Background: an optimization exercise with open tools, aiming at small area, a short achievable clock period and few clock cycles. Do not read the settings as production practice. RTL that was checked went through simulation tests only; none was proved equivalent to the original. No functional check of the RTL was part of run 4. Power figures rest on the tool's default switching activity, not on a simulated workload.

==> flow/design.v <==
`timescale 1ns / 1ps
`default_nettype none
module hrlf_top (
  input  wire        clk_i,
  input  wire        rst_ni,
  input  wire        push,
  input  wire [7:0]  rx_byte,
  input  wire        restart,
  output wire        full,
  output wire        empty,
  input  wire        pop,
  output wire        message_done,
  output wire        length_error,
  output wire [31:0] message_length
);
  localparam logic [119:0] FieldName = "Content-Length:";
  logic        in_v_q;        
  logic [7:0]  b_q;           
  logic        r_q;           
  logic        out_valid_q;   
  logic        out_err_q;     
  logic        fresh_q;       
  logic        body_q;        
  logic        field_q;       
  logic        dig_q;         
  logic        seen_q;        
  logic [3:0]  nidx_q;        
  logic [1:0]  eidx_q;        
  logic [31:0] cnt_q;         
  logic [31:0] len_q;         
  wire full_w = in_v_q && out_valid_q;
  wire proc   = in_v_q && !out_valid_q;
  wire [7:0] b = b_q;
  wire nw      = fresh_q || r_q;
  assign full           = full_w;
  assign empty          = !out_valid_q;
  assign message_done   = !out_err_q;
  assign length_error   = out_err_q;
  assign message_length = cnt_q;
  wire       body  = body_q && !nw;
  wire       field = field_q && !nw;
  wire       seen  = seen_q && !nw;
  wire [3:0] nidx  = nw ? 4'd0 : nidx_q;
  wire [1:0] eidx  = nw ? 2'd0 : eidx_q;
  wire is_cr  = (b == 8'h0d);
  wire is_lf  = (b == 8'h0a);
  wire is_sp  = (b == 8'h20);
  wire is_dig = (b[7:4] == 4'h3) && (b[3:0] <= 4'd9);
  logic [7:0] nchar;
  always_comb begin
    nchar = FieldName[119 -: 8];
    for (int k = 0; k < 15; k++) begin
      if (nidx == 4'(k)) nchar = FieldName[(14-k)*8 +: 8];
    end
  end
  wire       name_hit  = (b == nchar);
  wire       name_done = name_hit && (nidx == 4'd14);
  wire [3:0] nidx_nx   = name_hit ? nidx + 4'd1 : {3'd0, b == FieldName[119 -: 8]};
  wire       end_hit = eidx[0] ? is_lf : is_cr;
  wire [1:0] eidx_nx = end_hit ? eidx + 2'd1 : {1'b0, is_cr};
  wire       hdr_end = !field && end_hit && (eidx == 2'd3);
  wire ia_1_0 = cnt_q[1] & cnt_q[0];
  wire ia_3_2 = cnt_q[3] & cnt_q[2];
  wire ia_5_4 = cnt_q[5] & cnt_q[4];
  wire ia_7_6 = cnt_q[7] & cnt_q[6];
  wire ia_9_8 = cnt_q[9] & cnt_q[8];
  wire ia_11_10 = cnt_q[11] & cnt_q[10];
  wire ia_13_12 = cnt_q[13] & cnt_q[12];
  wire ia_15_14 = cnt_q[15] & cnt_q[14];
  wire ia_17_16 = cnt_q[17] & cnt_q[16];
  wire ia_19_18 = cnt_q[19] & cnt_q[18];
  wire ia_21_20 = cnt_q[21] & cnt_q[20];
  wire ia_23_22 = cnt_q[23] & cnt_q[22];
  wire ia_25_24 = cnt_q[25] & cnt_q[24];
  wire ia_27_26 = cnt_q[27] & cnt_q[26];
  wire ia_29_28 = cnt_q[29] & cnt_q[28];
  wire ia_31_30 = cnt_q[31] & cnt_q[30];
  wire ia_2_0 = cnt_q[2] & ia_1_0;
  wire ia_3_0 = ia_3_2 & ia_1_0;
  wire ia_6_4 = cnt_q[6] & ia_5_4;
  wire ia_7_4 = ia_7_6 & ia_5_4;
  wire ia_10_8 = cnt_q[10] & ia_9_8;
  wire ia_11_8 = ia_11_10 & ia_9_8;
  wire ia_14_12 = cnt_q[14] & ia_13_12;
  wire ia_15_12 = ia_15_14 & ia_13_12;
  wire ia_18_16 = cnt_q[18] & ia_17_16;
  wire ia_19_16 = ia_19_18 & ia_17_16;
  wire ia_22_20 = cnt_q[22] & ia_21_20;
  wire ia_23_20 = ia_23_22 & ia_21_20;
  wire ia_26_24 = cnt_q[26] & ia_25_24;
  wire ia_27_24 = ia_27_26 & ia_25_24;
  wire ia_30_28 = cnt_q[30] & ia_29_28;
  wire ia_31_28 = ia_31_30 & ia_29_28;
  wire ia_4_0 = cnt_q[4] & ia_3_0;
  wire ia_5_0 = ia_5_4 & ia_3_0;
  wire ia_6_0 = ia_6_4 & ia_3_0;
  wire ia_7_0 = ia_7_4 & ia_3_0;
  wire ia_12_8 = cnt_q[12] & ia_11_8;
  wire ia_13_8 = ia_13_12 & ia_11_8;
  wire ia_14_8 = ia_14_12 & ia_11_8;
  wire ia_15_8 = ia_15_12 & ia_11_8;
  wire ia_20_16 = cnt_q[20] & ia_19_16;
  wire ia_21_16 = ia_21_20 & ia_19_16;
  wire ia_22_16 = ia_22_20 & ia_19_16;
  wire ia_23_16 = ia_23_20 & ia_19_16;
  wire ia_28_24 = cnt_q[28] & ia_27_24;
  wire ia_29_24 = ia_29_28 & ia_27_24;
  wire ia_30_24 = ia_30_28 & ia_27_24;
  wire ia_31_24 = ia_31_28 & ia_27_24;
  wire ia_8_0 = cnt_q[8] & ia_7_0;
  wire ia_9_0 = ia_9_8 & ia_7_0;
  wire ia_10_0 = ia_10_8 & ia_7_0;
  wire ia_11_0 = ia_11_8 & ia_7_0;
  wire ia_12_0 = ia_12_8 & ia_7_0;
  wire ia_13_0 = ia_13_8 & ia_7_0;
  wire ia_14_0 = ia_14_8 & ia_7_0;
  wire ia_15_0 = ia_15_8 & ia_7_0;
  wire ia_24_16 = cnt_q[24] & ia_23_16;
  wire ia_25_16 = ia_25_24 & ia_23_16;
  wire ia_26_16 = ia_26_24 & ia_23_16;
  wire ia_27_16 = ia_27_24 & ia_23_16;
  wire ia_28_16 = ia_28_24 & ia_23_16;
  wire ia_29_16 = ia_29_24 & ia_23_16;
  wire ia_30_16 = ia_30_24 & ia_23_16;
  wire ia_31_16 = ia_31_24 & ia_23_16;
  wire ia_16_0 = cnt_q[16] & ia_15_0;
  wire ia_17_0 = ia_17_16 & ia_15_0;
  wire ia_18_0 = ia_18_16 & ia_15_0;
  wire ia_19_0 = ia_19_16 & ia_15_0;
  wire ia_20_0 = ia_20_16 & ia_15_0;
  wire ia_21_0 = ia_21_16 & ia_15_0;
  wire ia_22_0 = ia_22_16 & ia_15_0;
  wire ia_23_0 = ia_23_16 & ia_15_0;
  wire ia_24_0 = ia_24_16 & ia_15_0;
  wire ia_25_0 = ia_25_16 & ia_15_0;
  wire ia_26_0 = ia_26_16 & ia_15_0;
  wire ia_27_0 = ia_27_16 & ia_15_0;
  wire ia_28_0 = ia_28_16 & ia_15_0;
  wire ia_29_0 = ia_29_16 & ia_15_0;
  wire ia_30_0 = ia_30_16 & ia_15_0;
  wire ia_31_0 = ia_31_16 & ia_15_0;
  wire [31:0] inc_c;
  assign inc_c[0] = proc;
  assign inc_c[1] = proc & cnt_q[0];
  assign inc_c[2] = proc & ia_1_0;
  assign inc_c[3] = proc & ia_2_0;
  assign inc_c[4] = proc & ia_3_0;
  assign inc_c[5] = proc & ia_4_0;
  assign inc_c[6] = proc & ia_5_0;
  assign inc_c[7] = proc & ia_6_0;
  assign inc_c[8] = proc & ia_7_0;
  assign inc_c[9] = proc & ia_8_0;
  assign inc_c[10] = proc & ia_9_0;
  assign inc_c[11] = proc & ia_10_0;
  assign inc_c[12] = proc & ia_11_0;
  assign inc_c[13] = proc & ia_12_0;
  assign inc_c[14] = proc & ia_13_0;
  assign inc_c[15] = proc & ia_14_0;
  assign inc_c[16] = proc & ia_15_0;
  assign inc_c[17] = proc & ia_16_0;
  assign inc_c[18] = proc & ia_17_0;
  assign inc_c[19] = proc & ia_18_0;
  assign inc_c[20] = proc & ia_19_0;
  assign inc_c[21] = proc & ia_20_0;
  assign inc_c[22] = proc & ia_21_0;
  assign inc_c[23] = proc & ia_22_0;
  assign inc_c[24] = proc & ia_23_0;
  assign inc_c[25] = proc & ia_24_0;
  assign inc_c[26] = proc & ia_25_0;
  assign inc_c[27] = proc & ia_26_0;
  assign inc_c[28] = proc & ia_27_0;
  assign inc_c[29] = proc & ia_28_0;
  assign inc_c[30] = proc & ia_29_0;
  assign inc_c[31] = proc & ia_30_0;
  wire [31:0] cnt_inc = cnt_q ^ inc_c;
  wire hmax = ia_31_0 && !nw;
  wire [31:0] len_n = ~len_q;
  wire da_1_0 = len_n[1] & len_n[0];
  wire da_3_2 = len_n[3] & len_n[2];
  wire da_5_4 = len_n[5] & len_n[4];
  wire da_7_6 = len_n[7] & len_n[6];
  wire da_9_8 = len_n[9] & len_n[8];
  wire da_11_10 = len_n[11] & len_n[10];
  wire da_13_12 = len_n[13] & len_n[12];
  wire da_15_14 = len_n[15] & len_n[14];
  wire da_17_16 = len_n[17] & len_n[16];
  wire da_19_18 = len_n[19] & len_n[18];
  wire da_21_20 = len_n[21] & len_n[20];
  wire da_23_22 = len_n[23] & len_n[22];
  wire da_25_24 = len_n[25] & len_n[24];
  wire da_27_26 = len_n[27] & len_n[26];
  wire da_29_28 = len_n[29] & len_n[28];
  wire da_31_30 = len_n[31] & len_n[30];
  wire da_2_0 = len_n[2] & da_1_0;
  wire da_3_0 = da_3_2 & da_1_0;
  wire da_6_4 = len_n[6] & da_5_4;
  wire da_7_4 = da_7_6 & da_5_4;
  wire da_10_8 = len_n[10] & da_9_8;
  wire da_11_8 = da_11_10 & da_9_8;
  wire da_14_12 = len_n[14] & da_13_12;
  wire da_15_12 = da_15_14 & da_13_12;
  wire da_18_16 = len_n[18] & da_17_16;
  wire da_19_16 = da_19_18 & da_17_16;
  wire da_22_20 = len_n[22] & da_21_20;
  wire da_23_20 = da_23_22 & da_21_20;
  wire da_26_24 = len_n[26] & da_25_24;
  wire da_27_24 = da_27_26 & da_25_24;
  wire da_30_28 = len_n[30] & da_29_28;
  wire da_31_28 = da_31_30 & da_29_28;
  wire da_4_0 = len_n[4] & da_3_0;
  wire da_5_0 = da_5_4 & da_3_0;
  wire da_6_0 = da_6_4 & da_3_0;
  wire da_7_0 = da_7_4 & da_3_0;
  wire da_12_8 = len_n[12] & da_11_8;
  wire da_13_8 = da_13_12 & da_11_8;
  wire da_14_8 = da_14_12 & da_11_8;
  wire da_15_8 = da_15_12 & da_11_8;
  wire da_20_16 = len_n[20] & da_19_16;
  wire da_21_16 = da_21_20 & da_19_16;
  wire da_22_16 = da_22_20 & da_19_16;
  wire da_23_16 = da_23_20 & da_19_16;
  wire da_28_24 = len_n[28] & da_27_24;
  wire da_29_24 = da_29_28 & da_27_24;
  wire da_30_24 = da_30_28 & da_27_24;
  wire da_31_24 = da_31_28 & da_27_24;
  wire da_8_0 = len_n[8] & da_7_0;
  wire da_9_0 = da_9_8 & da_7_0;
  wire da_10_0 = da_10_8 & da_7_0;
  wire da_11_0 = da_11_8 & da_7_0;
  wire da_12_0 = da_12_8 & da_7_0;
  wire da_13_0 = da_13_8 & da_7_0;
  wire da_14_0 = da_14_8 & da_7_0;
  wire da_15_0 = da_15_8 & da_7_0;
  wire da_24_16 = len_n[24] & da_23_16;
  wire da_25_16 = da_25_24 & da_23_16;
  wire da_26_16 = da_26_24 & da_23_16;
  wire da_27_16 = da_27_24 & da_23_16;
  wire da_28_16 = da_28_24 & da_23_16;
  wire da_29_16 = da_29_24 & da_23_16;
  wire da_30_16 = da_30_24 & da_23_16;
  wire da_31_16 = da_31_24 & da_23_16;
  wire da_16_0 = len_n[16] & da_15_0;
  wire da_17_0 = da_17_16 & da_15_0;
  wire da_18_0 = da_18_16 & da_15_0;
  wire da_19_0 = da_19_16 & da_15_0;
  wire da_20_0 = da_20_16 & da_15_0;
  wire da_21_0 = da_21_16 & da_15_0;
  wire da_22_0 = da_22_16 & da_15_0;
  wire da_23_0 = da_23_16 & da_15_0;
  wire da_24_0 = da_24_16 & da_15_0;
  wire da_25_0 = da_25_16 & da_15_0;
  wire da_26_0 = da_26_16 & da_15_0;
  wire da_27_0 = da_27_16 & da_15_0;
  wire da_28_0 = da_28_16 & da_15_0;
  wire da_29_0 = da_29_16 & da_15_0;
  wire da_30_0 = da_30_16 & da_15_0;
  wire da_31_0 = da_31_16 & da_15_0;
  wire [31:0] dec_b;
  assign dec_b[0] = 1'b1;
  assign dec_b[1] = len_n[0];
  assign dec_b[2] = da_1_0;
  assign dec_b[3] = da_2_0;
  assign dec_b[4] = da_3_0;
  assign dec_b[5] = da_4_0;
  assign dec_b[6] = da_5_0;
  assign dec_b[7] = da_6_0;
  assign dec_b[8] = da_7_0;
  assign dec_b[9] = da_8_0;
  assign dec_b[10] = da_9_0;
  assign dec_b[11] = da_10_0;
  assign dec_b[12] = da_11_0;
  assign dec_b[13] = da_12_0;
  assign dec_b[14] = da_13_0;
  assign dec_b[15] = da_14_0;
  assign dec_b[16] = da_15_0;
  assign dec_b[17] = da_16_0;
  assign dec_b[18] = da_17_0;
  assign dec_b[19] = da_18_0;
  assign dec_b[20] = da_19_0;
  assign dec_b[21] = da_20_0;
  assign dec_b[22] = da_21_0;
  assign dec_b[23] = da_22_0;
  assign dec_b[24] = da_23_0;
  assign dec_b[25] = da_24_0;
  assign dec_b[26] = da_25_0;
  assign dec_b[27] = da_26_0;
  assign dec_b[28] = da_27_0;
  assign dec_b[29] = da_28_0;
  assign dec_b[30] = da_29_0;
  assign dec_b[31] = da_30_0;
  wire [31:0] dec = len_q ^ dec_b;
  wire lnz = !da_31_0;
  wire len_is1 = len_q[0] && (len_q[31:1] == 31'd0);
  wire [31:0] hl_g0 = cnt_q & len_q;
  wire [31:0] hl_p0 = cnt_q | len_q;
  wire hl_g_31_30 = hl_g0[31] | (hl_p0[31] & hl_g0[30]);
  wire hl_p_31_30 = hl_p0[31] & hl_p0[30];
  wire hl_g_29_28 = hl_g0[29] | (hl_p0[29] & hl_g0[28]);
  wire hl_p_29_28 = hl_p0[29] & hl_p0[28];
  wire hl_g_31_28 = hl_g_31_30 | (hl_p_31_30 & hl_g_29_28);
  wire hl_p_31_28 = hl_p_31_30 & hl_p_29_28;
  wire hl_g_27_26 = hl_g0[27] | (hl_p0[27] & hl_g0[26]);
  wire hl_p_27_26 = hl_p0[27] & hl_p0[26];
  wire hl_g_25_24 = hl_g0[25] | (hl_p0[25] & hl_g0[24]);
  wire hl_p_25_24 = hl_p0[25] & hl_p0[24];
  wire hl_g_27_24 = hl_g_27_26 | (hl_p_27_26 & hl_g_25_24);
  wire hl_p_27_24 = hl_p_27_26 & hl_p_25_24;
  wire hl_g_31_24 = hl_g_31_28 | (hl_p_31_28 & hl_g_27_24);
  wire hl_p_31_24 = hl_p_31_28 & hl_p_27_24;
  wire hl_g_23_22 = hl_g0[23] | (hl_p0[23] & hl_g0[22]);
  wire hl_p_23_22 = hl_p0[23] & hl_p0[22];
  wire hl_g_21_20 = hl_g0[21] | (hl_p0[21] & hl_g0[20]);
  wire hl_p_21_20 = hl_p0[21] & hl_p0[20];
  wire hl_g_23_20 = hl_g_23_22 | (hl_p_23_22 & hl_g_21_20);
  wire hl_p_23_20 = hl_p_23_22 & hl_p_21_20;
  wire hl_g_19_18 = hl_g0[19] | (hl_p0[19] & hl_g0[18]);
  wire hl_p_19_18 = hl_p0[19] & hl_p0[18];
  wire hl_g_17_16 = hl_g0[17] | (hl_p0[17] & hl_g0[16]);
  wire hl_p_17_16 = hl_p0[17] & hl_p0[16];
  wire hl_g_19_16 = hl_g_19_18 | (hl_p_19_18 & hl_g_17_16);
  wire hl_p_19_16 = hl_p_19_18 & hl_p_17_16;
  wire hl_g_23_16 = hl_g_23_20 | (hl_p_23_20 & hl_g_19_16);
  wire hl_p_23_16 = hl_p_23_20 & hl_p_19_16;
  wire hl_g_31_16 = hl_g_31_24 | (hl_p_31_24 & hl_g_23_16);
  wire hl_p_31_16 = hl_p_31_24 & hl_p_23_16;
  wire hl_g_15_14 = hl_g0[15] | (hl_p0[15] & hl_g0[14]);
  wire hl_p_15_14 = hl_p0[15] & hl_p0[14];
  wire hl_g_13_12 = hl_g0[13] | (hl_p0[13] & hl_g0[12]);
  wire hl_p_13_12 = hl_p0[13] & hl_p0[12];
  wire hl_g_15_12 = hl_g_15_14 | (hl_p_15_14 & hl_g_13_12);
  wire hl_p_15_12 = hl_p_15_14 & hl_p_13_12;
  wire hl_g_11_10 = hl_g0[11] | (hl_p0[11] & hl_g0[10]);
  wire hl_p_11_10 = hl_p0[11] & hl_p0[10];
  wire hl_g_9_8 = hl_g0[9] | (hl_p0[9] & hl_g0[8]);
  wire hl_p_9_8 = hl_p0[9] & hl_p0[8];
  wire hl_g_11_8 = hl_g_11_10 | (hl_p_11_10 & hl_g_9_8);
  wire hl_p_11_8 = hl_p_11_10 & hl_p_9_8;
  wire hl_g_15_8 = hl_g_15_12 | (hl_p_15_12 & hl_g_11_8);
  wire hl_p_15_8 = hl_p_15_12 & hl_p_11_8;
  wire hl_g_7_6 = hl_g0[7] | (hl_p0[7] & hl_g0[6]);
  wire hl_p_7_6 = hl_p0[7] & hl_p0[6];
  wire hl_g_5_4 = hl_g0[5] | (hl_p0[5] & hl_g0[4]);
  wire hl_p_5_4 = hl_p0[5] & hl_p0[4];
  wire hl_g_7_4 = hl_g_7_6 | (hl_p_7_6 & hl_g_5_4);
  wire hl_p_7_4 = hl_p_7_6 & hl_p_5_4;
  wire hl_g_3_2 = hl_g0[3] | (hl_p0[3] & hl_g0[2]);
  wire hl_p_3_2 = hl_p0[3] & hl_p0[2];
  wire hl_g_1_0 = hl_g0[1] | (hl_p0[1] & hl_g0[0]);
  wire hl_p_1_0 = hl_p0[1] & hl_p0[0];
  wire hl_g_3_0 = hl_g_3_2 | (hl_p_3_2 & hl_g_1_0);
  wire hl_p_3_0 = hl_p_3_2 & hl_p_1_0;
  wire hl_g_7_0 = hl_g_7_4 | (hl_p_7_4 & hl_g_3_0);
  wire hl_p_7_0 = hl_p_7_4 & hl_p_3_0;
  wire hl_g_15_0 = hl_g_15_8 | (hl_p_15_8 & hl_g_7_0);
  wire hl_p_15_0 = hl_p_15_8 & hl_p_7_0;
  wire hl_g_31_0 = hl_g_31_16 | (hl_p_31_16 & hl_g_15_0);
  wire hl_p_31_0 = hl_p_31_16 & hl_p_15_0;
  wire ovf_hl = hl_g_31_0 | hl_p_31_0;
  wire ovf10 = (len_q > 32'd429496729) || ((len_q == 32'd429496729) && (b[3:0] > 4'd5));
  wire [2:0]  x10_lo = b[3] ? 3'b111 : b[2:0];
  wire [31:0] x10_a  = {len_q[28:0], x10_lo};
  wire [31:0] x10_b  = {len_q[30:0], b[3]};
  wire        x10_ci = b[3] && b[0];
  wire [31:0] x10_g0 = x10_a & x10_b;
  wire [31:0] x10_p0 = x10_a ^ x10_b;
  wire xa_g_1_0 = x10_g0[1] | (x10_p0[1] & x10_g0[0]);
  wire xa_p_1_0 = x10_p0[1] & x10_p0[0];
  wire xa_g_3_2 = x10_g0[3] | (x10_p0[3] & x10_g0[2]);
  wire xa_p_3_2 = x10_p0[3] & x10_p0[2];
  wire xa_g_5_4 = x10_g0[5] | (x10_p0[5] & x10_g0[4]);
  wire xa_p_5_4 = x10_p0[5] & x10_p0[4];
  wire xa_g_7_6 = x10_g0[7] | (x10_p0[7] & x10_g0[6]);
  wire xa_p_7_6 = x10_p0[7] & x10_p0[6];
  wire xa_g_9_8 = x10_g0[9] | (x10_p0[9] & x10_g0[8]);
  wire xa_p_9_8 = x10_p0[9] & x10_p0[8];
  wire xa_g_11_10 = x10_g0[11] | (x10_p0[11] & x10_g0[10]);
  wire xa_p_11_10 = x10_p0[11] & x10_p0[10];
  wire xa_g_13_12 = x10_g0[13] | (x10_p0[13] & x10_g0[12]);
  wire xa_p_13_12 = x10_p0[13] & x10_p0[12];
  wire xa_g_15_14 = x10_g0[15] | (x10_p0[15] & x10_g0[14]);
  wire xa_p_15_14 = x10_p0[15] & x10_p0[14];
  wire xa_g_17_16 = x10_g0[17] | (x10_p0[17] & x10_g0[16]);
  wire xa_p_17_16 = x10_p0[17] & x10_p0[16];
  wire xa_g_19_18 = x10_g0[19] | (x10_p0[19] & x10_g0[18]);
  wire xa_p_19_18 = x10_p0[19] & x10_p0[18];
  wire xa_g_21_20 = x10_g0[21] | (x10_p0[21] & x10_g0[20]);
  wire xa_p_21_20 = x10_p0[21] & x10_p0[20];
  wire xa_g_23_22 = x10_g0[23] | (x10_p0[23] & x10_g0[22]);
  wire xa_p_23_22 = x10_p0[23] & x10_p0[22];
  wire xa_g_25_24 = x10_g0[25] | (x10_p0[25] & x10_g0[24]);
  wire xa_p_25_24 = x10_p0[25] & x10_p0[24];
  wire xa_g_27_26 = x10_g0[27] | (x10_p0[27] & x10_g0[26]);
  wire xa_p_27_26 = x10_p0[27] & x10_p0[26];
  wire xa_g_29_28 = x10_g0[29] | (x10_p0[29] & x10_g0[28]);
  wire xa_p_29_28 = x10_p0[29] & x10_p0[28];
  wire xa_g_2_0 = x10_g0[2] | (x10_p0[2] & xa_g_1_0);
  wire xa_p_2_0 = x10_p0[2] & xa_p_1_0;
  wire xa_g_3_0 = xa_g_3_2 | (xa_p_3_2 & xa_g_1_0);
  wire xa_p_3_0 = xa_p_3_2 & xa_p_1_0;
  wire xa_g_6_4 = x10_g0[6] | (x10_p0[6] & xa_g_5_4);
  wire xa_p_6_4 = x10_p0[6] & xa_p_5_4;
  wire xa_g_7_4 = xa_g_7_6 | (xa_p_7_6 & xa_g_5_4);
  wire xa_p_7_4 = xa_p_7_6 & xa_p_5_4;
  wire xa_g_10_8 = x10_g0[10] | (x10_p0[10] & xa_g_9_8);
  wire xa_p_10_8 = x10_p0[10] & xa_p_9_8;
  wire xa_g_11_8 = xa_g_11_10 | (xa_p_11_10 & xa_g_9_8);
  wire xa_p_11_8 = xa_p_11_10 & xa_p_9_8;
  wire xa_g_14_12 = x10_g0[14] | (x10_p0[14] & xa_g_13_12);
  wire xa_p_14_12 = x10_p0[14] & xa_p_13_12;
  wire xa_g_15_12 = xa_g_15_14 | (xa_p_15_14 & xa_g_13_12);
  wire xa_p_15_12 = xa_p_15_14 & xa_p_13_12;
  wire xa_g_18_16 = x10_g0[18] | (x10_p0[18] & xa_g_17_16);
  wire xa_p_18_16 = x10_p0[18] & xa_p_17_16;
  wire xa_g_19_16 = xa_g_19_18 | (xa_p_19_18 & xa_g_17_16);
  wire xa_p_19_16 = xa_p_19_18 & xa_p_17_16;
  wire xa_g_22_20 = x10_g0[22] | (x10_p0[22] & xa_g_21_20);
  wire xa_p_22_20 = x10_p0[22] & xa_p_21_20;
  wire xa_g_23_20 = xa_g_23_22 | (xa_p_23_22 & xa_g_21_20);
  wire xa_p_23_20 = xa_p_23_22 & xa_p_21_20;
  wire xa_g_26_24 = x10_g0[26] | (x10_p0[26] & xa_g_25_24);
  wire xa_p_26_24 = x10_p0[26] & xa_p_25_24;
  wire xa_g_27_24 = xa_g_27_26 | (xa_p_27_26 & xa_g_25_24);
  wire xa_p_27_24 = xa_p_27_26 & xa_p_25_24;
  wire xa_g_30_28 = x10_g0[30] | (x10_p0[30] & xa_g_29_28);
  wire xa_p_30_28 = x10_p0[30] & xa_p_29_28;
  wire xa_g_4_0 = x10_g0[4] | (x10_p0[4] & xa_g_3_0);
  wire xa_p_4_0 = x10_p0[4] & xa_p_3_0;
  wire xa_g_5_0 = xa_g_5_4 | (xa_p_5_4 & xa_g_3_0);
  wire xa_p_5_0 = xa_p_5_4 & xa_p_3_0;
  wire xa_g_6_0 = xa_g_6_4 | (xa_p_6_4 & xa_g_3_0);
  wire xa_p_6_0 = xa_p_6_4 & xa_p_3_0;
  wire xa_g_7_0 = xa_g_7_4 | (xa_p_7_4 & xa_g_3_0);
  wire xa_p_7_0 = xa_p_7_4 & xa_p_3_0;
  wire xa_g_12_8 = x10_g0[12] | (x10_p0[12] & xa_g_11_8);
  wire xa_p_12_8 = x10_p0[12] & xa_p_11_8;
  wire xa_g_13_8 = xa_g_13_12 | (xa_p_13_12 & xa_g_11_8);
  wire xa_p_13_8 = xa_p_13_12 & xa_p_11_8;
  wire xa_g_14_8 = xa_g_14_12 | (xa_p_14_12 & xa_g_11_8);
  wire xa_p_14_8 = xa_p_14_12 & xa_p_11_8;
  wire xa_g_15_8 = xa_g_15_12 | (xa_p_15_12 & xa_g_11_8);
  wire xa_p_15_8 = xa_p_15_12 & xa_p_11_8;
  wire xa_g_20_16 = x10_g0[20] | (x10_p0[20] & xa_g_19_16);
  wire xa_p_20_16 = x10_p0[20] & xa_p_19_16;
  wire xa_g_21_16 = xa_g_21_20 | (xa_p_21_20 & xa_g_19_16);
  wire xa_p_21_16 = xa_p_21_20 & xa_p_19_16;
  wire xa_g_22_16 = xa_g_22_20 | (xa_p_22_20 & xa_g_19_16);
  wire xa_p_22_16 = xa_p_22_20 & xa_p_19_16;
  wire xa_g_23_16 = xa_g_23_20 | (xa_p_23_20 & xa_g_19_16);
  wire xa_p_23_16 = xa_p_23_20 & xa_p_19_16;
  wire xa_g_28_24 = x10_g0[28] | (x10_p0[28] & xa_g_27_24);
  wire xa_p_28_24 = x10_p0[28] & xa_p_27_24;
  wire xa_g_29_24 = xa_g_29_28 | (xa_p_29_28 & xa_g_27_24);
  wire xa_p_29_24 = xa_p_29_28 & xa_p_27_24;
  wire xa_g_30_24 = xa_g_30_28 | (xa_p_30_28 & xa_g_27_24);
  wire xa_p_30_24 = xa_p_30_28 & xa_p_27_24;
  wire xa_g_8_0 = x10_g0[8] | (x10_p0[8] & xa_g_7_0);
  wire xa_p_8_0 = x10_p0[8] & xa_p_7_0;
  wire xa_g_9_0 = xa_g_9_8 | (xa_p_9_8 & xa_g_7_0);
  wire xa_p_9_0 = xa_p_9_8 & xa_p_7_0;
  wire xa_g_10_0 = xa_g_10_8 | (xa_p_10_8 & xa_g_7_0);
  wire xa_p_10_0 = xa_p_10_8 & xa_p_7_0;
  wire xa_g_11_0 = xa_g_11_8 | (xa_p_11_8 & xa_g_7_0);
  wire xa_p_11_0 = xa_p_11_8 & xa_p_7_0;
  wire xa_g_12_0 = xa_g_12_8 | (xa_p_12_8 & xa_g_7_0);
  wire xa_p_12_0 = xa_p_12_8 & xa_p_7_0;
  wire xa_g_13_0 = xa_g_13_8 | (xa_p_13_8 & xa_g_7_0);
  wire xa_p_13_0 = xa_p_13_8 & xa_p_7_0;
  wire xa_g_14_0 = xa_g_14_8 | (xa_p_14_8 & xa_g_7_0);
  wire xa_p_14_0 = xa_p_14_8 & xa_p_7_0;
  wire xa_g_15_0 = xa_g_15_8 | (xa_p_15_8 & xa_g_7_0);
  wire xa_p_15_0 = xa_p_15_8 & xa_p_7_0;
  wire xa_g_24_16 = x10_g0[24] | (x10_p0[24] & xa_g_23_16);
  wire xa_p_24_16 = x10_p0[24] & xa_p_23_16;
  wire xa_g_25_16 = xa_g_25_24 | (xa_p_25_24 & xa_g_23_16);
  wire xa_p_25_16 = xa_p_25_24 & xa_p_23_16;
  wire xa_g_26_16 = xa_g_26_24 | (xa_p_26_24 & xa_g_23_16);
  wire xa_p_26_16 = xa_p_26_24 & xa_p_23_16;
  wire xa_g_27_16 = xa_g_27_24 | (xa_p_27_24 & xa_g_23_16);
  wire xa_p_27_16 = xa_p_27_24 & xa_p_23_16;
  wire xa_g_28_16 = xa_g_28_24 | (xa_p_28_24 & xa_g_23_16);
  wire xa_p_28_16 = xa_p_28_24 & xa_p_23_16;
  wire xa_g_29_16 = xa_g_29_24 | (xa_p_29_24 & xa_g_23_16);
  wire xa_p_29_16 = xa_p_29_24 & xa_p_23_16;
  wire xa_g_30_16 = xa_g_30_24 | (xa_p_30_24 & xa_g_23_16);
  wire xa_p_30_16 = xa_p_30_24 & xa_p_23_16;
  wire xa_g_16_0 = x10_g0[16] | (x10_p0[16] & xa_g_15_0);
  wire xa_p_16_0 = x10_p0[16] & xa_p_15_0;
  wire xa_g_17_0 = xa_g_17_16 | (xa_p_17_16 & xa_g_15_0);
  wire xa_p_17_0 = xa_p_17_16 & xa_p_15_0;
  wire xa_g_18_0 = xa_g_18_16 | (xa_p_18_16 & xa_g_15_0);
  wire xa_p_18_0 = xa_p_18_16 & xa_p_15_0;
  wire xa_g_19_0 = xa_g_19_16 | (xa_p_19_16 & xa_g_15_0);
  wire xa_p_19_0 = xa_p_19_16 & xa_p_15_0;
  wire xa_g_20_0 = xa_g_20_16 | (xa_p_20_16 & xa_g_15_0);
  wire xa_p_20_0 = xa_p_20_16 & xa_p_15_0;
  wire xa_g_21_0 = xa_g_21_16 | (xa_p_21_16 & xa_g_15_0);
  wire xa_p_21_0 = xa_p_21_16 & xa_p_15_0;
  wire xa_g_22_0 = xa_g_22_16 | (xa_p_22_16 & xa_g_15_0);
  wire xa_p_22_0 = xa_p_22_16 & xa_p_15_0;
  wire xa_g_23_0 = xa_g_23_16 | (xa_p_23_16 & xa_g_15_0);
  wire xa_p_23_0 = xa_p_23_16 & xa_p_15_0;
  wire xa_g_24_0 = xa_g_24_16 | (xa_p_24_16 & xa_g_15_0);
  wire xa_p_24_0 = xa_p_24_16 & xa_p_15_0;
  wire xa_g_25_0 = xa_g_25_16 | (xa_p_25_16 & xa_g_15_0);
  wire xa_p_25_0 = xa_p_25_16 & xa_p_15_0;
  wire xa_g_26_0 = xa_g_26_16 | (xa_p_26_16 & xa_g_15_0);
  wire xa_p_26_0 = xa_p_26_16 & xa_p_15_0;
  wire xa_g_27_0 = xa_g_27_16 | (xa_p_27_16 & xa_g_15_0);
  wire xa_p_27_0 = xa_p_27_16 & xa_p_15_0;
  wire xa_g_28_0 = xa_g_28_16 | (xa_p_28_16 & xa_g_15_0);
  wire xa_p_28_0 = xa_p_28_16 & xa_p_15_0;
  wire xa_g_29_0 = xa_g_29_16 | (xa_p_29_16 & xa_g_15_0);
  wire xa_p_29_0 = xa_p_29_16 & xa_p_15_0;
  wire xa_g_30_0 = xa_g_30_16 | (xa_p_30_16 & xa_g_15_0);
  wire xa_p_30_0 = xa_p_30_16 & xa_p_15_0;
  wire [31:0] x10_c;
  assign x10_c[0] = x10_ci;
  assign x10_c[1] = x10_g0[0] | (x10_p0[0] & x10_ci);
  assign x10_c[2] = xa_g_1_0 | (xa_p_1_0 & x10_ci);
  assign x10_c[3] = xa_g_2_0 | (xa_p_2_0 & x10_ci);
  assign x10_c[4] = xa_g_3_0 | (xa_p_3_0 & x10_ci);
  assign x10_c[5] = xa_g_4_0 | (xa_p_4_0 & x10_ci);
  assign x10_c[6] = xa_g_5_0 | (xa_p_5_0 & x10_ci);
  assign x10_c[7] = xa_g_6_0 | (xa_p_6_0 & x10_ci);
  assign x10_c[8] = xa_g_7_0 | (xa_p_7_0 & x10_ci);
  assign x10_c[9] = xa_g_8_0 | (xa_p_8_0 & x10_ci);
  assign x10_c[10] = xa_g_9_0 | (xa_p_9_0 & x10_ci);
  assign x10_c[11] = xa_g_10_0 | (xa_p_10_0 & x10_ci);
  assign x10_c[12] = xa_g_11_0 | (xa_p_11_0 & x10_ci);
  assign x10_c[13] = xa_g_12_0 | (xa_p_12_0 & x10_ci);
  assign x10_c[14] = xa_g_13_0 | (xa_p_13_0 & x10_ci);
  assign x10_c[15] = xa_g_14_0 | (xa_p_14_0 & x10_ci);
  assign x10_c[16] = xa_g_15_0 | (xa_p_15_0 & x10_ci);
  assign x10_c[17] = xa_g_16_0 | (xa_p_16_0 & x10_ci);
  assign x10_c[18] = xa_g_17_0 | (xa_p_17_0 & x10_ci);
  assign x10_c[19] = xa_g_18_0 | (xa_p_18_0 & x10_ci);
  assign x10_c[20] = xa_g_19_0 | (xa_p_19_0 & x10_ci);
  assign x10_c[21] = xa_g_20_0 | (xa_p_20_0 & x10_ci);
  assign x10_c[22] = xa_g_21_0 | (xa_p_21_0 & x10_ci);
  assign x10_c[23] = xa_g_22_0 | (xa_p_22_0 & x10_ci);
  assign x10_c[24] = xa_g_23_0 | (xa_p_23_0 & x10_ci);
  assign x10_c[25] = xa_g_24_0 | (xa_p_24_0 & x10_ci);
  assign x10_c[26] = xa_g_25_0 | (xa_p_25_0 & x10_ci);
  assign x10_c[27] = xa_g_26_0 | (xa_p_26_0 & x10_ci);
  assign x10_c[28] = xa_g_27_0 | (xa_p_27_0 & x10_ci);
  assign x10_c[29] = xa_g_28_0 | (xa_p_28_0 & x10_ci);
  assign x10_c[30] = xa_g_29_0 | (xa_p_29_0 & x10_ci);
  assign x10_c[31] = xa_g_30_0 | (xa_p_30_0 & x10_ci);
  wire [31:0] x10 = x10_p0 ^ x10_c;
  wire f_ok  = is_cr || (!dig_q && is_sp) || (is_dig && !ovf10);
  wire err   = !body && (hmax || (field && !f_ok) || (hdr_end && seen && lnz && ovf_hl));
  wire done  = body ? len_is1 : (!hmax && hdr_end && !(seen && lnz));
  wire emit  = proc && (err || done);
  wire to_body  = !body && hdr_end && seen && lnz;
  wire to_field = !body && !field && !seen && name_done;
  wire clr      = proc && (err || nw);
  always_ff @(posedge clk_i or negedge rst_ni) begin
    if (!rst_ni) begin
      in_v_q      <= 1'b0;
      out_valid_q <= 1'b0;
      fresh_q     <= 1'b1;
    end else begin
      if (!full_w) begin
        in_v_q <= push;
      end
      if (emit) begin
        out_valid_q <= 1'b1;
      end else if (pop) begin
        out_valid_q <= 1'b0;
      end
      if (proc) begin
        fresh_q <= emit;
      end
    end
  end
  always_ff @(posedge clk_i) begin
    if (!full_w) begin
      b_q <= rx_byte;
      r_q <= restart;
    end
    if (emit) begin
      out_err_q <= err;
    end
    cnt_q <= clr ? {31'd0, !err} : cnt_inc;
    if (proc) begin
      body_q  <= body || to_body;
      field_q <= field ? !is_cr : to_field;
      dig_q   <= field && (dig_q || is_dig);
      seen_q  <= seen || (field && is_cr);
      nidx_q  <= nidx_nx;
      eidx_q  <= eidx_nx;
      if (body) begin
        len_q <= dec;
      end else if (field) begin
        if (is_dig) begin
          len_q <= x10;
        end
      end else if (!seen) begin
        len_q <= 32'd0;
      end
    end
  end
endmodule
`default_nettype wire
==> flow/flow/run.sh <==
#!/bin/bash
# layout flow: the standard flow, with plain buffers on the ports
# (the standard flow's port buffers are 0.5 ns delay cells)
set -euo pipefail
bash standard.sh synth > synth.log 2>&1
bash standard.sh BUFFER_PORTS_ARGS="-buffer_cell sky130_fd_sc_hd__buf_1" finish > layout.log 2>&1
==> flow/standard.sh <==
#!/bin/bash
# synth_recipe.tcl (not shown) runs the flow's synth.tcl, then flattens the netlist and writes it again
# the make line also repeats each setting of config.mk as NAME=value (left out here)
make -C /OpenROAD-flow-scripts/flow DESIGN_CONFIG=/design/flow/config.mk WORK_HOME=/design/flow/orfs CLKGATE_MAP_FILE= SYNTH_SCRIPT=/design/flow/synth_recipe.tcl "${@:-finish}"
==> flow/config.mk <==
export PLATFORM = sky130hd
export DESIGN_NAME = hrlf_top
export DESIGN_NICKNAME = hrlf_top
export VERILOG_FILES = /design/flow/design.v
export SDC_FILE = /design/flow/constraint.sdc
export NUM_CORES = 4
export LEC_CHECK = 0
export CAP_MARGIN = 20
export CORE_MARGIN = 2
export CORE_UTILIZATION = 40
export SETUP_SLACK_MARGIN = 3
export SLEW_MARGIN = 20
==> flow/constraint.sdc <==
create_clock -name core_clock -period 6.0 [get_ports {clk_i}]
set_input_delay 1.2000 -clock core_clock [delete_from_list [all_inputs] [get_ports {clk_i}]]
set_output_delay 1.2000 -clock core_clock [all_outputs]
set_load 0.01 [all_outputs]
==> results.cfg, run 1 <==
[yosys]
synth_area_leader_cell = edfxtp_1
yosysMostFrequentCell = nor2_1
synth_commonest_cells = nor2_1, nand2_1, edfxtp_1
ys_warn_count = 1
syn_inst = 753
async_reset_ff_frac = 0.0345
yosysUniqueCellTypes = 70
synth_area_per_cell_um2 = 8.75
synth_flop_cell = edfxtp_1
syn_area_um2 = 6590
syn-num-nets = 809
synth_seq_area_share = 0.346
synth_top_area_share = 0.237
ys_ff_latch = 87
synth_area_leaders = edfxtp_1, dfxtp_1, ha_1
synth_edf_count = 52

[detailed_routing]
drtIter0Drc = 499
drc = 0
drt_pass1_iterations = 5
avgViaCountPerCell = 5.72
vias = 5937
ant_nets = 0
routed_wl_mm = 17.9
wire_per_inst_um = 17.3

[critical_path]
ff2ff_path_depth = 12
cp_max_fo = 17
crit_required_ps = 6290
critPathLaunchType = flop
end_kind = flop
crit_arrival_ps = 3200
crit_type = flop to flop

[timing]
slew_headroom = 0.540
whs_ps = 539
timing.final.crit_share = 0.485
fmax_ghz = 0.344
tightestPinTransition_ps = 688
tns_ps = 0
setup_violations = 0
hold_viol_final = 0
layout_setup_ws_ps = 3090
skew_ps = 10.2
maxSlewViolCount = 0
rsz0062_at_grt = true
finalWorstPathRequiredPeriod_ps = 2910

[global_routing]
grt_max_degree = 35
gr-total-overflow = 0
grt_pass1_vias = 5655
grt_antenna_before_repair = 0
grt_util_all_layers = 0.199
grt_pass1_wl_mm = 28.3

[floorplanning]
core_um2 = 16000
fp.dieArea_um2 = 17500
io_pins = 49
die_w_um = 132
die_h_um = 132
start_util = 0.412
std_cell_rows = 46

[layout]
fin_area_um2 = 7830
diodes = 0
post-route-util = 0.489
drive_gt1_frac = 0.168
final_nets = 873
synthToLayoutAreaGrowth_pct = 18.8

[power]
peakVddDrop_uv = 247
powerDensity_nw_per_um2 = 508
p_int_uw = 2220
switching_share = 0.441
power_frac_clock = 0.174
power.switching_uw = 1760
seqPwrFrac = 0.293
p_comb_frac = 0.533
p_leak_uw = 0.00281

[clock_tree]
clock_sinks = 87
hold_buffers = 0
clk_latency_ps = 350
cts-htree-levels = 3
cts_tree = yes
root_buffer = clkbuf_16
numCtsBuffers = 9
cts.reportedPaths.clkPinSlew_ps = 70
max-clock-path-buffers = 2

[status]
status = finished clean

[place]
pre_cts_slack_ps = 2600
placed_area_um2 = 6930
place_congestion = 0.852
portBuffers = 48
hpwl_mm = 12.6

[flow_run]
maxCapViolations = 0

[hold_path]
worstHoldPathCells = 1
hp-class = flop to flop
==> layer usage <==
metal,up-vias,global-route usage,part of all wire
met5,-,0,0
met4,0,0.0657,0.016
met3,21,0.0292,0.049
met2,164,0.329,0.47
met1,2849,0.267,0.46
li1,2903,-,-
==> state kept, by name, indices dropped and copies added (netlist names) <==
signal       flops
cnt_q           32
len_q           32
b_q              8
nidx_q           4
eidx_q           2
body_q           1
dig_q            1
field_q          1
fresh_q          1
in_v_q           1
out_err_q        1
out_valid_q      1
r_q              1
seen_q           1
==> worst paths after layout <==
| kind | start | end | slack (ps) |
|---|---|---|---|
| max | len_q[1] | cnt_q[26] | 3090 |
| min | fresh_q | fresh_q | 540 |
| max reg2reg | len_q[1] | cnt_q[26] | 3090 |
| min reg2reg | fresh_q | fresh_q | 540 |
| max in group asynchronous | rst_ni | fresh_q | 5120 |
| min in group asynchronous | rst_ni | out_valid_q | 650 |
==> worst max-delay path, stage by stage, from the launching register on <==
cell and delay (ps):
edfxtp_1 430, inv_2 130, ha_4 150, or3b_1 340
a311o_1 300, a311oi_2 340, o21ai_1 120, a41o_1 240
a21o_1 180, a21oi_4 210, a21oi_4 120, buf_12 180
nor2_2 110
==> power groups by stage <==
| stage | Sequential [µW] | Combinational, µW | Clock, µW |
|---|---|---|---|
| 5_1_grt | 1200 | 2330 | 719 |
| 3_5_place_dp | 1210 | 1780 | 0 |
| 2_1_floorplan | 1030 | 1550 | 0 |
| 4_1_cts | 1160 | 1940 | 698 |
| 6_report | 1170 | 2120 | 692 |
| 3_3_place_gp | 1210 | 1740 | 0 |
==> through the flow <==
step,std cells,total power [µW]
after global routing,1038,4250
after CTS,1025,3790
after global placement,986,2940
after detailed placement,986,2990
final,1038,3980
after floorplan,753,2570
==> layout by cell type, fill, tap and decap left out, types with 25 or more instances in the layout <==
master and n:
a21oi_1 32, buf_1 48, buf_4 37, dfxtp_1 32, edfxtp_1 52, ha_1 37
nand2_1 59, nand3_1 25, nor2_1 65, nor2_2 30, o22ai_1 34, xnor2_1 44
xor2_1 46
==> area by class of cell <==
class | count | area, µm²
Clock buffer | 10 | 250
Fill cell | 1542 | 8170
Multi-Input combinational cell | 607 | 4310
Tap cell | 216 | 270
Sequential cell | 87 | 2280
Clock inverter | 6 | 115
Timing Repair Buffer | 89 | 518
Inverter | 23 | 86.3
==> cells by family after synthesis <==
kind of cell | Yosys count | synth area share
muxes | 2 | 0.00323
AOI/OAI and AO/OA | 184 | 0.186
adders and majority gates | 44 | 0.0832
xor gates and xnor gates | 90 | 0.120
and+or+nand+nor | 287 | 0.224
buffers and inverters | 59 | 0.0382
DFF | 87 | 0.346
==> timing repair <==
item	4_1_cts	5_1_grt
setup buffers	22	13
gates cloned	1	0
resized for setup	19	40
setup endpoints to repair	51	50
pin swaps	4	12
Testbench counts, summed over its fixed seeds: cycles 66,475.
==> run 2: changes to the inputs <==
--- a/flow/config.mk
+++ b/flow/config.mk
@@ -8,5 +8,6 @@
 export CAP_MARGIN = 20
 export CORE_MARGIN = 2
 export CORE_UTILIZATION = 40
+export CTS_BUF_LIST = sky130_fd_sc_hd__clkbuf_4 sky130_fd_sc_hd__clkbuf_8
 export SETUP_SLACK_MARGIN = 3
 export SLEW_MARGIN = 20
==> run 2 against run 1 <==
  * Register-to-register slack got worse by 20 ps
  * Cell count rose by 0.67%
  * Setup slack got worse by 22 ps
  * Combinational power rose by 3%
  * Still clean
  * Highest routed layer unchanged
==> results.cfg, run 2 <==
[status]
status = finished clean

[timing]
timing.final.crit_share = 0.489
setup_violations = 0
maxSlewViolCount = 0
hold_viol_final = 0
rsz0062_at_grt = true
tns_ps = 0
slew_headroom = 0.529
layout_setup_ws_ps = 3070
whs_ps = 586
finalWorstPathRequiredPeriod_ps = 2930
skew_ps = 10.7
tightestPinTransition_ps = 705
fmax_ghz = 0.341

[power]
peakVddDrop_uv = 252
powerDensity_nw_per_um2 = 500
p_leak_uw = 0.00280

[yosys]
ys_ff_latch = 87
syn_area_um2 = 6590
yosysUniqueCellTypes = 70
synth_commonest_cells = nor2_1, nand2_1, edfxtp_1
syn-num-nets = 809
ys_warn_count = 1
synth_flop_cell = edfxtp_1
synth_seq_area_share = 0.346
syn_inst = 753
synth_area_leader_cell = edfxtp_1
async_reset_ff_frac = 0.0345
synth_top_area_share = 0.237
yosysMostFrequentCell = nor2_1
synth_edf_count = 52
synth_area_per_cell_um2 = 8.75
synth_area_leaders = edfxtp_1, dfxtp_1, ha_1

[detailed_routing]
routed_wl_mm = 18.1
drt_pass1_iterations = 5
wire_per_inst_um = 17.4
ant_nets = 0
vias = 6018
drtIter0Drc = 540
drc = 0
avgViaCountPerCell = 5.76

[floorplanning]
start_util = 0.412
die_h_um = 132
core_um2 = 16000
fp.dieArea_um2 = 17500
std_cell_rows = 46
io_pins = 49
die_w_um = 132

[layout]
final_cell_mix = nor2_1, nand2_1, edfxtp_1
fillers = 1558
diodes = 0
drive_gt1_frac = 0.176
multi_input_area_um2 = 4320
seqCellArea_um2 = 2280
synthToLayoutAreaGrowth_pct = 18.4
top_regs = cnt_q x32, len_q x32, b_q x8
final_nets = 880
instances_no_fill = 1045
mostFrequentLayoutCell = nor2_1

[critical_path]
crit_arrival_ps = 3040
critPathLaunchType = flop
crit_required_ps = 6110
end_kind = flop
cp_max_fo = 4
crit_type = flop to flop

[clock_tree]
clk_latency_ps = 390
cts.reportedPaths.clkPinSlew_ps = 100
numCtsBuffers = 9
cts-htree-levels = 3
root_buffer = clkbuf_8
cts_tree = yes
clock_sinks = 87
max-clock-path-buffers = 2

[global_routing]
grt_pass1_vias = 5642
grt_antenna_before_repair = 0
grt_max_degree = 35
grt_util_all_layers = 0.200
grt_pass1_wl_mm = 28.4
gr-total-overflow = 0

[place]
hpwl_mm = 12.6
place_congestion = 0.852
pre_cts_slack_ps = 2600
portBuffers = 48
place_inst = 986

[hold_path]
hp-class = flop to flop

[flow_run]
maxCapViolations = 0
## run 2: cell counts after synthesis
No cell type changed its count.
## run 2: per-stage QoR
| step | total power (µW) | util | area [µm²] |
|---|---|---|---|
| after global placement | 2940 | 0.433 | 6930 |
| final | 3900 | 0.487 | 7800 |
| after detailed placement | 2990 | 0.433 | 6930 |
| after CTS | 3670 | 0.465 | 7440 |
| after floorplan | 2570 | - | 6590 |
| after global routing | 4160 | 0.487 | 7800 |
## run 2: routing by layer
layer  up-vias  wire [µm]  global-route usage
met2       177       8630               0.333
met5         -          0                   0
met4         0        265              0.0591
met3        23        944              0.0308
li1       2917          -                   -
met1      2901       8300               0.269
## run 2: worst paths after layout
check                      depth (start not counted)        start  slack, ps     endpoint
min                                                2  out_valid_q        590  out_valid_q
min reg2reg                                        2  out_valid_q        590  out_valid_q
max in group asynchronous                          1       rst_ni       5150      fresh_q
max reg2reg                                       10     len_q[8]       3070    len_q[26]
min in group asynchronous                          1       rst_ni        610  out_valid_q
max                                               10     len_q[8]       3070    len_q[26]
## run 2: repair_timing
| item | in CTS | in global routing |
|---|---|---|
| hold endpoints to repair | 0 | 0 |
| resized for setup | 20 | 39 |
| pin swaps | 5 | 10 |
| hold buffers | 0 | 0 |
| cloned | 1 | 0 |
| endpoints found under the setup margin | 51 | 49 |
| buffers inserted | 21 | 21 |
## run 2: worst max-delay path, stage by stage (launching register included)
cell and delay, ps:
edfxtp_1 520, ha_4 300, a21oi_1 200, o21ai_2 130, or4_4 500, o211ai_1 300, buf_4 180, nand3b_1 100
a21oi_1 190, xor2_1 150, o22ai_1 90
## run 2: cell families (layout without fill, tap and decap cells)
logic type,Yosys count,count (layout),synth area share
AND/OR/NAND/NOR,287,287,0.224
XOR/XNOR,90,90,0.120
adder cells (fa/ha/maj),44,44,0.0832
multiplexers,2,2,0.00323
buffers and inverters,59,135,0.0382
AO/OA/AOI/OAI,184,184,0.186
flip-flops,87,87,0.346
## run 2: cell type report
class | count | area share
clock buffers | 9 | 0.0159
clock inverters | 7 | 0.0186
inverters | 23 | 0.0111
multi-input cells | 607 | 0.554
flip-flops and latches | 87 | 0.292
well taps | 216 | 0.0347
repair buffers | 96 | 0.0732
## run 2: power by group
group	total, µW	internal (µW)	leakage [µW]	switching (µW)
clock network	561	320	0.000130	241
registers	1150	857	0.000818	294
logic	2190	971	0.00185	1220
total	3900	2150	0.00280	1750
==> run 3: changes to the inputs <==
--- a/flow/config.mk
+++ b/flow/config.mk
@@ -9,5 +9,5 @@
 export CORE_MARGIN = 2
 export CORE_UTILIZATION = 40
 export CTS_BUF_LIST = sky130_fd_sc_hd__clkbuf_4 sky130_fd_sc_hd__clkbuf_8
-export SETUP_SLACK_MARGIN = 3
+export SETUP_SLACK_MARGIN = 3.4
 export SLEW_MARGIN = 20
==> run 3 against run 2 <==
  * Clock skew grew 0.58 ps
  * Sequential cell count is the same
  * Non-clock buffer count grew 11
  * Synthesized cell count is the same
  * Area after synthesis is the same
  * Via count grew 1.4%
  * Global-route usage grew 0.81 points
  * Sequential share of layout area shrank 0.67 points
  * Power grew 1.5%
  * Count of clock-buffer cells in the layout is the same
  * Utilization grew 1.1 points
  * Design area grew 2.4%
  * Highest routed layer unchanged
==> results.cfg, run 3 <==
[hold_path]
worstHoldPathCells = 2
min_from = out_valid_q
hp-class = flop to flop
holdPathEnd = out_valid_q

[critical_path]
rrSetupSlack_ps = 3090
end_kind = flop
critPathLaunchType = flop
regToRegStartpoint = len_q[1]
ff2ff_path_depth = 11
cp_max_fo = 15
crit_type = flop to flop
crit_required_ps = 6340
crit_arrival_ps = 3250
reg2reg_to = cnt_q[8]

[yosys]
syn-num-nets = 809
yosys.area_share.simple = 0.224
synth_top_area_share = 0.237
synth_area_per_cell_um2 = 8.75
synth_commonest_cells = nor2_1, nand2_1, edfxtp_1
async_reset_ff_frac = 0.0345
synth_flop_cell = edfxtp_1
synth_area_leaders = edfxtp_1, dfxtp_1, ha_1
synth_compound_area_frac = 0.186
yosysUniqueCellTypes = 70
synth_mux_area_frac = 0.00323
syn_inst = 753
synth_top_family_by_area = simple AND/OR/NAND/NOR gates
syn_area_um2 = 6590
ys_warn_count = 1
synth_area_leader_cell = edfxtp_1
synth_edf_count = 52
synth_xor_area_frac = 0.120
yosysMostFrequentCell = nor2_1
ys_ff_latch = 87
synth_adder_area_share = 0.0832
synth_seq_area_share = 0.346

[global_routing]
gr-total-overflow = 0
grt_max_degree = 35
grt_pass1_wl_mm = 29.7
grt_antenna_before_repair = 0
grt_util_all_layers = 0.208
grt_pass1_vias = 5911

[clock_tree]
cts-htree-levels = 3
clk_latency_ps = 390
cts.reportedPaths.clkPinSlew_ps = 100
cts_tree = yes
max-clock-path-buffers = 2
numCtsBuffers = 9
root_buffer = clkbuf_8
clock_sinks = 87

[layout]
diodes = 0
mostFrequentLayoutCell = nor2_1
final_cell_mix = nor2_1, nand2_1, edfxtp_1
multi_input_area_um2 = 4430
seqCellArea_um2 = 2280
synthToLayoutAreaGrowth_pct = 21.2
post-route-util = 0.499
final_nets = 892
drive_gt1_frac = 0.205
top_regs = cnt_q x32, len_q x32, b_q x8
fillers = 1539

[floorplanning]
die_w_um = 132
fp.dieArea_um2 = 17500
io_pins = 49
core_um2 = 16000
die_h_um = 132
start_util = 0.412
std_cell_rows = 46

[detailed_routing]
vias = 6102
wire_per_inst_um = 17.4
avgViaCountPerCell = 5.77
drtIter0Drc = 462
ant_nets = 0
drc = 0
drt_pass1_iterations = 6
routed_wl_mm = 18.4

[power]
peakVddDrop_uv = 242
p_int_uw = 2160
p_leak_uw = 0.00289
power_frac_clock = 0.122
total_power_uw = 3960
power.switching_uw = 1800
powerDensity_nw_per_um2 = 496
p_comb_frac = 0.588
seqPwrFrac = 0.290
switching_share = 0.455

[place]
portBuffers = 48
pre_cts_slack_ps = 2420
place_congestion = 0.853
hpwl_mm = 12.5

[timing]
tns_ps = 0
maxSlewViolCount = 0
hold_viol_final = 0
rsz0062_at_grt = true
finalWorstPathRequiredPeriod_ps = 2910
timing.final.crit_share = 0.486
fmax_ghz = 0.343
skew_ps = 11.2
tightestPinTransition_ps = 682
slew_headroom = 0.545
setup_violations = 0
layout_setup_ws_ps = 3090

[flow_run]
maxCapViolations = 0

[status]
status = finished clean
==> run 3: cell counts after synthesis <==
No cell type changed its count.
==> run 3: how the worst max path moves through the flow <==
stage | slack (ps) | startpoint | cells past startpoint | endpoint
global route | 2910 | len_q[0] | 12 | cnt_q[7]
floorplan | 3240 | fresh_q | 13 | field_q
CTS | 3080 | len_q[0] | 12 | cnt_q[22]
detailed placement | 2420 | r_q | 13 | field_q
finish | 3090 | len_q[1] | 11 | cnt_q[8]
global placement | 2550 | r_q | 13 | field_q
==> run 3: cell type report <==
cell class | instances | share of cell area
multi-input cells | 608 | 0.555
flip-flops and latches | 87 | 0.285
repair buffers | 107 | 0.0859
well taps | 216 | 0.0339
clock buffers | 9 | 0.0155
clock inverters | 7 | 0.0129
inverters | 23 | 0.0111
==> run 3: cell families (layout without fill, tap and decap cells) <==
logic type | Yosys count | after routing
AOI/OAI and AO/OA | 184 | 184
xor gates and xnor gates | 90 | 90
adders and majority gates | 44 | 44
buffers and inverters | 59 | 146
DFF | 87 | 87
muxes | 2 | 2
and+or+nand+nor | 287 | 288
==> run 3: critical path, stage by stage, from the launching register on <==
cell and delay (ps):
edfxtp_1 420, inv_1 120, ha_2 200, nor3b_4 300, nand2_2 190, or3_1 490, o211ai_1 310, nor4b_1 140
a21oi_4 250, a21oi_4 110, clkbuf_16 230, nor2_2 100
==> run 3: per-stage QoR <==
step / instances / instance area (µm²) / hold slack [ps]
2_1_floorplan: 753 / 6700 / 524
3_3_place_gp: 984 / 7000 / 533
3_5_place_dp: 985 / 7020 / 540
4_1_cts: 1039 / 7700 / 579
5_1_grt: 1057 / 7980 / 587
6_report: 1057 / 7980 / 593
==> run 3: routing by layer <==
metal | vias to the layer above | share of wire | global-route usage
met3 | 22 | 0.057 | 0.0427
met1 | 2952 | 0.45 | 0.274
met5 | - | 0 | 0
met4 | 0 | 0.014 | 0.0538
met2 | 183 | 0.48 | 0.348
li1 | 2945 | - | -
==> run 3: timing repair <==
action | CTS | global route
gates resized for setup | 34 | 32
hold buffers | 0 | 0
pin swaps | 11 | 2
setup buffers | 37 | 17
endpoints found under the setup margin | 65 | 72
gates cloned | 1 | 1
==> run 3: power groups by stage <==
stage	combinational, µW	sequential [µW]	clock, µW
final	2330	1150	483
after global routing	2570	1180	517
after CTS	2170	1140	496
after detailed placement	1820	1220	0
after global placement	1750	1210	0
after floorplan	1590	1030	0
==> run 4: changes to the inputs <==
--- a/flow/design.v
+++ b/flow/design.v
@@ -36,7 +36,7 @@
   assign empty          = !out_valid_q;
   assign message_done   = !out_err_q;
   assign length_error   = out_err_q;
-  assign message_length = cnt_q;
+  assign message_length = out_err_q ? 32'd0 : cnt_q;
   wire       body  = body_q && !nw;
   wire       field = field_q && !nw;
   wire       seen  = seen_q && !nw;
@@ -356,7 +356,6 @@
   wire hl_g_31_0 = hl_g_31_16 | (hl_p_31_16 & hl_g_15_0);
   wire hl_p_31_0 = hl_p_31_16 & hl_p_15_0;
   wire ovf_hl = hl_g_31_0 | hl_p_31_0;
-  wire ovf10 = (len_q > 32'd429496729) || ((len_q == 32'd429496729) && (b[3:0] > 4'd5));
   wire [2:0]  x10_lo = b[3] ? 3'b111 : b[2:0];
   wire [31:0] x10_a  = {len_q[28:0], x10_lo};
   wire [31:0] x10_b  = {len_q[30:0], b[3]};
@@ -393,6 +392,8 @@
   wire xa_p_27_26 = x10_p0[27] & x10_p0[26];
   wire xa_g_29_28 = x10_g0[29] | (x10_p0[29] & x10_g0[28]);
   wire xa_p_29_28 = x10_p0[29] & x10_p0[28];
+  wire xa_g_31_30 = x10_g0[31] | (x10_p0[31] & x10_g0[30]);
+  wire xa_p_31_30 = x10_p0[31] & x10_p0[30];
   wire xa_g_2_0 = x10_g0[2] | (x10_p0[2] & xa_g_1_0);
   wire xa_p_2_0 = x10_p0[2] & xa_p_1_0;
   wire xa_g_3_0 = xa_g_3_2 | (xa_p_3_2 & xa_g_1_0);
@@ -423,6 +424,8 @@
   wire xa_p_27_24 = xa_p_27_26 & xa_p_25_24;
   wire xa_g_30_28 = x10_g0[30] | (x10_p0[30] & xa_g_29_28);
   wire xa_p_30_28 = x10_p0[30] & xa_p_29_28;
+  wire xa_g_31_28 = xa_g_31_30 | (xa_p_31_30 & xa_g_29_28);
+  wire xa_p_31_28 = xa_p_31_30 & xa_p_29_28;
   wire xa_g_4_0 = x10_g0[4] | (x10_p0[4] & xa_g_3_0);
   wire xa_p_4_0 = x10_p0[4] & xa_p_3_0;
   wire xa_g_5_0 = xa_g_5_4 | (xa_p_5_4 & xa_g_3_0);
@@ -453,6 +456,8 @@
   wire xa_p_29_24 = xa_p_29_28 & xa_p_27_24;
   wire xa_g_30_24 = xa_g_30_28 | (xa_p_30_28 & xa_g_27_24);
   wire xa_p_30_24 = xa_p_30_28 & xa_p_27_24;
+  wire xa_g_31_24 = xa_g_31_28 | (xa_p_31_28 & xa_g_27_24);
+  wire xa_p_31_24 = xa_p_31_28 & xa_p_27_24;
   wire xa_g_8_0 = x10_g0[8] | (x10_p0[8] & xa_g_7_0);
   wire xa_p_8_0 = x10_p0[8] & xa_p_7_0;
   wire xa_g_9_0 = xa_g_9_8 | (xa_p_9_8 & xa_g_7_0);
@@ -483,6 +488,8 @@
   wire xa_p_29_16 = xa_p_29_24 & xa_p_23_16;
   wire xa_g_30_16 = xa_g_30_24 | (xa_p_30_24 & xa_g_23_16);
   wire xa_p_30_16 = xa_p_30_24 & xa_p_23_16;
+  wire xa_g_31_16 = xa_g_31_24 | (xa_p_31_24 & xa_g_23_16);
+  wire xa_p_31_16 = xa_p_31_24 & xa_p_23_16;
   wire xa_g_16_0 = x10_g0[16] | (x10_p0[16] & xa_g_15_0);
   wire xa_p_16_0 = x10_p0[16] & xa_p_15_0;
   wire xa_g_17_0 = xa_g_17_16 | (xa_p_17_16 & xa_g_15_0);
@@ -513,6 +520,8 @@
   wire xa_p_29_0 = xa_p_29_16 & xa_p_15_0;
   wire xa_g_30_0 = xa_g_30_16 | (xa_p_30_16 & xa_g_15_0);
   wire xa_p_30_0 = xa_p_30_16 & xa_p_15_0;
+  wire xa_g_31_0 = xa_g_31_16 | (xa_p_31_16 & xa_g_15_0);
+  wire xa_p_31_0 = xa_p_31_16 & xa_p_15_0;
   wire [31:0] x10_c;
   assign x10_c[0] = x10_ci;
   assign x10_c[1] = x10_g0[0] | (x10_p0[0] & x10_ci);
@@ -547,13 +556,13 @@
   assign x10_c[30] = xa_g_29_0 | (xa_p_29_0 & x10_ci);
   assign x10_c[31] = xa_g_30_0 | (xa_p_30_0 & x10_ci);
   wire [31:0] x10 = x10_p0 ^ x10_c;
+  wire ovf10 = (|len_q[31:29]) || xa_g_31_0 || (xa_p_31_0 && x10_ci);
   wire f_ok  = is_cr || (!dig_q && is_sp) || (is_dig && !ovf10);
   wire err   = !body && (hmax || (field && !f_ok) || (hdr_end && seen && lnz && ovf_hl));
   wire done  = body ? len_is1 : (!hmax && hdr_end && !(seen && lnz));
   wire emit  = proc && (err || done);
   wire to_body  = !body && hdr_end && seen && lnz;
   wire to_field = !body && !field && !seen && name_done;
-  wire clr      = proc && (err || nw);
   always_ff @(posedge clk_i or negedge rst_ni) begin
     if (!rst_ni) begin
       in_v_q      <= 1'b0;
@@ -581,7 +590,7 @@
     if (emit) begin
       out_err_q <= err;
     end
-    cnt_q <= clr ? {31'd0, !err} : cnt_inc;
+    cnt_q <= (proc && nw) ? 32'd1 : cnt_inc;
     if (proc) begin
       body_q  <= body || to_body;
       field_q <= field ? !is_cr : to_field;
--- a/flow/config.mk
+++ b/flow/config.mk
@@ -9,5 +9,5 @@
 export CORE_MARGIN = 2
 export CORE_UTILIZATION = 40
 export CTS_BUF_LIST = sky130_fd_sc_hd__clkbuf_4 sky130_fd_sc_hd__clkbuf_8
-export SETUP_SLACK_MARGIN = 3.4
+export SETUP_SLACK_MARGIN = 3.5
 export SLEW_MARGIN = 20
==> run 4 against run 3 <==
  * Combinational power shrank 19%
  * Power down 18%
  * Sequential share of layout area decreased by 4.2 points
  * Register-to-register slack got worse by 140 ps
  * Worst hold slack lost 44 ps
  * Cell count increased by 12%
  * Sequential cell count stayed put
  * Utilization rose by 6.9 points
  * Fmax down 4.6%
  * Largest cell class unchanged
==> results.cfg, run 4 <==
[status]
status = finished clean

[hold_path]
hp-class = flop to flop

[yosys]
synth_xor_area_frac = 0.107
synth_flop_cell = edfxtp_1
syn-num-nets = 850
syn_area_um2 = 6770
synth_seq_area_share = 0.336
yosysUniqueCellTypes = 73
synth_top_area_share = 0.231
synth_edf_count = 52
synth_top_family_by_area = simple AND/OR/NAND/NOR gates
ys_ff_latch = 87
synth_commonest_cells = nor2_1, edfxtp_1, nand2_1
yosysMostFrequentCell = nor2_1
yosys.area_share.simple = 0.246
synth_area_per_cell_um2 = 8.53
syn_inst = 794
synth_area_leaders = edfxtp_1, dfxtp_1, ha_1
synth_mux_area_frac = 0.00610
synth_area_leader_cell = edfxtp_1
async_reset_ff_frac = 0.0345
synth_adder_area_share = 0.0809
synth_compound_area_frac = 0.187
ys_warn_count = 1

[global_routing]
gr-total-overflow = 0
grt_max_degree = 30
grt_pass1_wl_mm = 33.8
grt_pass1_vias = 6540
grt_util_all_layers = 0.235
grt_antenna_before_repair = 0

[floorplanning]
fp.dieArea_um2 = 18000
core_um2 = 16600
std_cell_rows = 47
die_h_um = 134
die_w_um = 134
io_pins = 49
start_util = 0.408

[timing]
hold_viol_final = 0
fmax_ghz = 0.327
timing.final.crit_share = 0.509
tns_ps = 0
rsz0062_at_grt = true
skew_ps = 15.5
tightestPinTransition_ps = 728
setup_violations = 0
maxSlewViolCount = 0
slew_headroom = 0.514
finalWorstPathRequiredPeriod_ps = 3060

[critical_path]
cp_max_fo = 6
critPathLaunchType = flop
crit_required_ps = 6140
crit_type = flop to flop
end_kind = flop
crit_arrival_ps = 3200

[layout]
multi_input_area_um2 = 5080
diodes = 0
drive_gt1_frac = 0.330
post-route-util = 0.568
final_cell_mix = buf_4, nor2_1, edfxtp_1
top_regs = cnt_q x32, len_q x32, b_q x8
seqCellArea_um2 = 2290
final_nets = 1010
mostFrequentLayoutCell = buf_4
fillers = 1463
synthToLayoutAreaGrowth_pct = 39.0

[place]
place_congestion = 0.895
hpwl_mm = 13.3
portBuffers = 48

[clock_tree]
clock_sinks = 87
numCtsBuffers = 9
max-clock-path-buffers = 2
cts-htree-levels = 3
cts.reportedPaths.clkPinSlew_ps = 90
cts_tree = yes
root_buffer = clkbuf_8
hold_buffers = 0
clk_latency_ps = 390

[flow_run]
maxCapViolations = 0

[detailed_routing]
avgViaCountPerCell = 5.80
vias = 6839
drt_pass1_iterations = 6
wire_per_inst_um = 18.4
ant_nets = 0
routed_wl_mm = 21.7
drc = 0
drtIter0Drc = 488

[power]
peakVddDrop_uv = 143
powerDensity_nw_per_um2 = 347
p_leak_uw = 0.00370
run 4: layout make-up:
type,count,share of cell area
clock inverter,6,0.00903
multi-input combinational,644,0.539
clock buffer,10,0.0139
sequential,87,0.243
timing repair buffer,187,0.155
inverter,25,0.0108
tap,220,0.0292
run 4: per-stage QoR:
step / worst slack, ps / hold WS (ps) / area (µm²) / power, µW / cells
4_1_cts: 2910 / 583 / 8710 / 2980 / 1129
3_5_place_dp: 2320 / 503 / 7460 / 2130 / 1026
2_1_floorplan: 2870 / 482 / 7160 / 1870 / 794
3_3_place_gp: 2480 / 513 / 7450 / 2110 / 1026
6_report: 2940 / 549 / 9420 / 3260 / 1179
5_1_grt: 2840 / 611 / 9420 / 3450 / 1179
run 4: power breakdown:
part	internal, µW	leakage (µW)	switching, µW
Sequential	758	0.000824	149
Combinational	949	0.00277	940
Clock	238	0.000107	230
run 4: what timing repair did:
| action | in CTS | in global routing |
|---|---|---|
| gates resized for setup | 102 | 70 |
| setup buffers | 86 | 49 |
| cloned | 1 | 1 |
| setup endpoints to repair | 102 | 105 |
| pin swaps | 44 | 50 |
run 4: path summary, 6_finish.rpt:
kind | slack (ps) | from | endpoint | cells after the start
hold / removal | 550 | cnt_q[12] | cnt_q[12] | 2
min in group asynchronous | 620 | rst_ni | out_valid_q | 1
setup / recovery | 2940 | r_q | nidx_q[0] | 11
setup reg to reg | 2940 | r_q | nidx_q[0] | 11
hold reg to reg | 550 | cnt_q[12] | cnt_q[12] | 2
max in group asynchronous | 5140 | rst_ni | fresh_q | 1
run 4: worst max-delay path, stage by stage, from the launching register on:
cell and delay [ps]:
edfxtp_1 450, nor2_4 160, and2_4 220, inv_4 50, ha_4 180, or2_4 260
a21o_1 170, a21oi_2 110, o211ai_1 130, or4_1 530, a311o_2 390, mux2i_1 140
run 4: layer usage:
layer / up-vias / GRT usage / wire length (µm)
met4: 0 / 0.0977 / 651
met5: - / 0 / 0
met3: 41 / 0.0215 / 871
li1: 3253 / - / -
met1: 3351 / 0.304 / 9470
met2: 194 / 0.403 / 10800
run 4: kinds of logic after synthesis:
kind of cell	after synthesis
AOI/OAI and AO/OA	194
xor gates and xnor gates	83
adders and majority gates	44
buffers and inverters	64
DFF	87
muxes	4
and+or+nand+nor	318

Re-timed with assumed drivers on the ports (clkbuf_16 on the clock, buf_2 on other inputs), run 4 has 2.944 ns of setup slack against 2.944 ns with ideal ports, and 2.944 ns once port delays also move by the mid clock arrival of 0.420 ns.
